What follows belongs to an exercise in optimizing a design on an open flow for small area, a short achievable clock period and few clock cycles per item; a production flow would make more cautious choices.
Function was checked by simulation only, so behaviour that the tests miss may differ from the original.

==> flow/design.v <==
package kvt_pkg;
    localparam int ENTRIES = 16;
    localparam int KEY_W   = 32;
    localparam int VAL_W   = 32;
    localparam int OP_W    = 2;
    localparam logic [OP_W-1:0] OP_DEFINE = 2'd0;
    localparam logic [OP_W-1:0] OP_LOOKUP = 2'd1;
    localparam logic [OP_W-1:0] OP_DELETE = 2'd2;
    localparam logic [OP_W-1:0] OP_UNUSED = 2'd3;
endpackage
module kvt_cell
(
    input  logic                      i_clk,
    input  logic                      i_rst_n,
    input  logic [kvt_pkg::KEY_W-1:0] i_cmp_key,   
    input  logic [kvt_pkg::KEY_W-1:0] i_key,       
    input  logic [kvt_pkg::VAL_W-1:0] i_value,     
    input  logic                      i_match,     
    input  logic                      i_upd,       
    input  logic                      i_del,       
    input  logic                      i_ins,       
    output logic                      o_valid,
    output logic                      o_match,     
    output logic [kvt_pkg::VAL_W-1:0] o_value
);
    logic                      r_valid;
    logic [kvt_pkg::KEY_W-1:0] r_key;
    logic [kvt_pkg::VAL_W-1:0] r_value;
    assign o_match = r_valid && (r_key == i_cmp_key);
    always_ff @(posedge i_clk) begin
        if (!i_rst_n) begin
            r_valid <= 1'b0;
        end else if (i_ins) begin
            r_valid <= 1'b1;
        end else if (i_del && i_match) begin
            r_valid <= 1'b0;
        end
    end
    always_ff @(posedge i_clk) begin
        if (!r_valid) begin
            r_key <= i_key;
        end
        if (!r_valid || (i_upd && i_match)) begin
            r_value <= i_value;
        end
    end
    assign o_valid = r_valid;
    assign o_value = r_value;
endmodule
module key_value_table
(
    input  logic        i_clk,
    input  logic        i_rst_n,
    input  logic        i_s_axis_tvalid,
    output logic        o_s_axis_tready,
    input  logic [63:0] i_s_axis_tdata,    
    input  logic [1:0]  i_s_axis_tuser,    
    output logic        o_m_axis_tvalid,
    input  logic        i_m_axis_tready,
    output logic [31:0] o_m_axis_tdata,    
    output logic [1:0]  o_m_axis_tuser     
);
    localparam int N = kvt_pkg::ENTRIES;
    logic                      r_req_valid;
    logic [kvt_pkg::OP_W-1:0]  r_op;
    logic [kvt_pkg::KEY_W-1:0] r_key;
    logic [kvt_pkg::VAL_W-1:0] r_value;
    logic [N-1:0]              r_match;
    logic                      r_kill;     
    logic                      r_tready;   
    logic                      w_ready;
    logic                      w_req_valid_nx;
    logic                      w_skid_valid_nx;
    logic                      r_out_valid;
    logic                      r_found;
    logic                      r_full;
    logic [kvt_pkg::VAL_W-1:0] r_value_out;
    logic                      r_skid_valid;
    logic                      r_skid_found;
    logic                      r_skid_full;
    logic [kvt_pkg::VAL_W-1:0] r_skid_value;
    logic                      w_take;
    logic                      w_res_found;
    logic                      w_res_full;
    logic [kvt_pkg::VAL_W-1:0] w_res_value;
    logic                      w_advance;
    logic                      w_exec;
    logic                      w_define;
    logic                      w_delete;
    logic                      w_hit;
    logic                      w_full;
    logic                      w_same_key;
    logic [N-1:0]              w_valid;
    logic [N-1:0]              w_cmp;
    logic [N-1:0]              w_free;
    logic [N-1:0]              w_ins;
    logic [N-1:0]              w_insv;
    logic [kvt_pkg::VAL_W-1:0] w_value [N];
    logic [kvt_pkg::VAL_W-1:0] w_read;
    assign w_advance       = !r_skid_valid;
    assign w_exec          = r_req_valid && w_advance;
    assign w_take          = !r_out_valid || i_m_axis_tready;
    assign w_ready         = !r_req_valid || w_advance;
    assign o_s_axis_tready = r_tready;
    assign w_define = w_exec && (r_op == kvt_pkg::OP_DEFINE);
    assign w_delete = w_exec && (r_op == kvt_pkg::OP_DELETE);
    for (genvar g = 0; g < N; g++) begin : g_cell
        kvt_cell u_cell (
            .i_clk     (i_clk),
            .i_rst_n   (i_rst_n),
            .i_cmp_key (i_s_axis_tdata[31:0]),
            .i_key     (r_key),
            .i_value   (r_value),
            .i_match   (r_match[g]),
            .i_upd     (w_define),
            .i_del     (w_delete),
            .i_ins     (w_ins[g]),
            .o_valid   (w_valid[g]),
            .o_match   (w_cmp[g]),
            .o_value   (w_value[g])
        );
    end
    always_comb begin
        logic seen;
        seen = 1'b0;
        for (int i = 0; i < N; i++) begin
            w_free[i] = !w_valid[i] && !seen;
            seen      = seen || !w_valid[i];
        end
    end
    assign w_hit  = |r_match && !r_kill;
    assign w_full = &w_valid;
    assign w_ins  = (w_define && !w_hit) ? w_free : '0;
    assign w_insv = ((r_op == kvt_pkg::OP_DEFINE) && !w_hit) ? w_free : '0;
    assign w_same_key = r_req_valid && (r_key == i_s_axis_tdata[31:0]);
    always_comb begin
        w_read = '0;
        for (int i = 0; i < N; i++) begin
            w_read = w_read | (r_match[i] ? w_value[i] : '0);
        end
    end
    assign w_res_found = w_hit && (r_op != kvt_pkg::OP_UNUSED);
    assign w_res_full  = (r_op == kvt_pkg::OP_DEFINE) && !w_hit && w_full;
    assign w_res_value = ((r_op == kvt_pkg::OP_LOOKUP) && w_hit) ? w_read : '0;
    assign w_req_valid_nx  = w_ready ? i_s_axis_tvalid : r_req_valid;
    assign w_skid_valid_nx = r_skid_valid ? !w_take : (w_exec && !w_take);
    always_ff @(posedge i_clk) begin
        if (!i_rst_n) begin
            r_req_valid <= 1'b0;
            r_out_valid <= 1'b0;
            r_skid_valid <= 1'b0;
            r_tready     <= 1'b1;
        end else begin
            r_req_valid  <= w_req_valid_nx;
            r_skid_valid <= w_skid_valid_nx;
            r_tready     <= !w_req_valid_nx || !w_skid_valid_nx;
            if (w_take) begin
                r_out_valid <= r_skid_valid || w_exec;
            end
        end
    end
    always_ff @(posedge i_clk) begin
        if (w_ready) begin
            r_op    <= i_s_axis_tuser;
            r_key   <= i_s_axis_tdata[31:0];
            r_value <= i_s_axis_tdata[63:32];
            r_match <= w_cmp | (w_insv & {N{w_same_key}});
            r_kill  <= w_same_key && (r_op == kvt_pkg::OP_DELETE);
        end
        if (w_take) begin
            r_found     <= r_skid_valid ? r_skid_found : w_res_found;
            r_full      <= r_skid_valid ? r_skid_full  : w_res_full;
            r_value_out <= r_skid_valid ? r_skid_value : w_res_value;
        end
        if (!r_skid_valid) begin
            r_skid_found <= w_res_found;
            r_skid_full  <= w_res_full;
            r_skid_value <= w_res_value;
        end
    end
    assign o_m_axis_tvalid = r_out_valid;
    assign o_m_axis_tdata  = r_value_out;
    assign o_m_axis_tuser  = {r_full, r_found};
endmodule
==> flow/config.mk <==
export PLATFORM = sky130hd
export DESIGN_NAME = key_value_table
export DESIGN_NICKNAME = key_value_table
export VERILOG_FILES = /design/flow/design.v
export SDC_FILE = /design/flow/constraint.sdc
export NUM_CORES = 4
export LEC_CHECK = 0
export CAP_MARGIN = 20
export CORE_MARGIN = 2
export CORE_UTILIZATION = 40
export CTS_CLUSTER_DIAMETER = 100
export CTS_CLUSTER_SIZE = 25
export SETUP_SLACK_MARGIN = 2.0
export SLEW_MARGIN = 20
export TNS_END_PERCENT = 5
==> flow/constraint.sdc <==
create_clock -name core_clock -period 4.0 [get_ports {i_clk}]
set_input_delay 0.8000 -clock core_clock [delete_from_list [all_inputs] [get_ports {i_clk}]]
set_output_delay 0.8000 -clock core_clock [all_outputs]
set_load 0.01 [all_outputs]
standard.sh (not shown) runs the stock make flow with config.mk's settings and CLKGATE_MAP_FILE= SYNTH_SCRIPT=/design/flow/synth_recipe.tcl, a recipe that flattens the netlist after the stock synthesis.
==> flow/flow/run.sh <==
#!/bin/bash
# The standard layout (standard.sh: the ORFS flow and its standard
# synthesis, unchanged) with one difference: the port buffers that ORFS adds
# before global placement are sky130_fd_sc_hd__buf_2 instead of the default
# delay cell, so every input and output still has its own buffer.
set -euo pipefail
export BUFFER_PORTS_ARGS="-buffer_cell sky130_fd_sc_hd__buf_2"
bash standard.sh > standard_flow.log 2>&1
The first run finished with timing, DRC and antenna clean.
Testbench counts at the start, summed over its fixed seeds: cycles 9,616, items 9,600.
Then changed:
--- a/flow/design.v
+++ b/flow/design.v
@@ -18,34 +18,37 @@
     input  logic                      i_match,     
     input  logic                      i_upd,       
     input  logic                      i_del,       
     input  logic                      i_ins,       
+    input  logic                      i_dup,       
     output logic                      o_valid,
     output logic                      o_match,     
     output logic [kvt_pkg::VAL_W-1:0] o_value
 );
     logic                      r_valid;
+    logic                      w_valid;
     logic [kvt_pkg::KEY_W-1:0] r_key;
     logic [kvt_pkg::VAL_W-1:0] r_value;
-    assign o_match = r_valid && (r_key == i_cmp_key);
+    assign w_valid = r_valid && !i_dup;
+    assign o_match = w_valid && (r_key == i_cmp_key);
     always_ff @(posedge i_clk) begin
         if (!i_rst_n) begin
             r_valid <= 1'b0;
         end else if (i_ins) begin
             r_valid <= 1'b1;
-        end else if (i_del && i_match) begin
+        end else if (i_dup || (i_del && i_match)) begin
             r_valid <= 1'b0;
         end
     end
     always_ff @(posedge i_clk) begin
-        if (!r_valid) begin
+        if (!w_valid) begin
             r_key <= i_key;
         end
-        if (!r_valid || (i_upd && i_match)) begin
+        if (!w_valid || (i_upd && i_match)) begin
             r_value <= i_value;
         end
     end
-    assign o_valid = r_valid;
+    assign o_valid = w_valid;
     assign o_value = r_value;
 endmodule
 module key_value_table
 (
@@ -93,8 +96,9 @@
     logic [N-1:0]              w_valid;
     logic [N-1:0]              w_cmp;
     logic [N-1:0]              w_free;
     logic [N-1:0]              w_ins;
+    logic [N-1:0]              r_dup;      
     logic [N-1:0]              w_insv;
     logic [kvt_pkg::VAL_W-1:0] w_value [N];
     logic [kvt_pkg::VAL_W-1:0] w_read;
     assign w_advance       = !r_skid_valid;
@@ -114,8 +118,9 @@
             .i_match   (r_match[g]),
             .i_upd     (w_define),
             .i_del     (w_delete),
             .i_ins     (w_ins[g]),
+            .i_dup     (r_dup[g]),
             .o_valid   (w_valid[g]),
             .o_match   (w_cmp[g]),
             .o_value   (w_value[g])
         );
@@ -129,9 +134,16 @@
         end
     end
     assign w_hit  = |r_match && !r_kill;
     assign w_full = &w_valid;
-    assign w_ins  = (w_define && !w_hit) ? w_free : '0;
+    assign w_ins  = w_define ? w_free : '0;
+    always_ff @(posedge i_clk) begin
+        if (!i_rst_n) begin
+            r_dup <= '0;
+        end else begin
+            r_dup <= w_hit ? w_ins : '0;
+        end
+    end
     assign w_insv = ((r_op == kvt_pkg::OP_DEFINE) && !w_hit) ? w_free : '0;
     assign w_same_key = r_req_valid && (r_key == i_s_axis_tdata[31:0]);
     always_comb begin
         w_read = '0;
@@ -159,20 +171,26 @@
             end
         end
     end
     always_ff @(posedge i_clk) begin
+        if (!i_rst_n) begin
+            r_found     <= 1'b0;
+            r_full      <= 1'b0;
+            r_value_out <= '0;
+        end else if (w_take) begin
+            r_found     <= r_skid_valid ? r_skid_found : w_res_found;
+            r_full      <= r_skid_valid ? r_skid_full  : w_res_full;
+            r_value_out <= r_skid_valid ? r_skid_value : w_res_value;
+        end
+    end
+    always_ff @(posedge i_clk) begin
         if (w_ready) begin
             r_op    <= i_s_axis_tuser;
             r_key   <= i_s_axis_tdata[31:0];
             r_value <= i_s_axis_tdata[63:32];
             r_match <= w_cmp | (w_insv & {N{w_same_key}});
             r_kill  <= w_same_key && (r_op == kvt_pkg::OP_DELETE);
         end
-        if (w_take) begin
-            r_found     <= r_skid_valid ? r_skid_found : w_res_found;
-            r_full      <= r_skid_valid ? r_skid_full  : w_res_full;
-            r_value_out <= r_skid_valid ? r_skid_value : w_res_value;
-        end
         if (!r_skid_valid) begin
             r_skid_found <= w_res_found;
             r_skid_full  <= w_res_full;
             r_skid_value <= w_res_value;
Result:
- first-iteration DRC count increases by about a fifth
- wire length increases by a few percent
- via count increases slightly
- hold slack gets better by 0.036 ns
- non-clock buffer count increases by 8
- count of clock-buffer cells in the layout increases by 1
Testbench counts after the change, summed over its fixed seeds: cycles 9,616, items 9,600.

[port drivers added, routing unchanged]
Ports are ideal in the flow. The routed layouts listed here were re-timed in OpenROAD.
Step 1 sets driving cells, clkbuf_16 on the clock port and buf_2 on the other inputs (assumed; they add their load-dependent delay and slew).
Step 2 also shifts input and output timing later by t, the mid clock arrival at the registers, as if the neighbouring blocks saw the same clock.
Slacks: ideal ports / drivers / drivers and shift; pairs: ideal ports / drivers.
run	t, ns	setup WS [ns]	clock arrival spread, ns
the first run	0.756	1.666 / 1.707 / 0.951	0.061 / 0.061
the second run	0.758	1.778 / 1.797 / 1.072	0.063 / 0.063
After both steps every run listed still meets setup and hold. For the first run, which loses most, drivers alone change the setup slack by +0.041 ns; drivers and shift together by -0.715 ns.
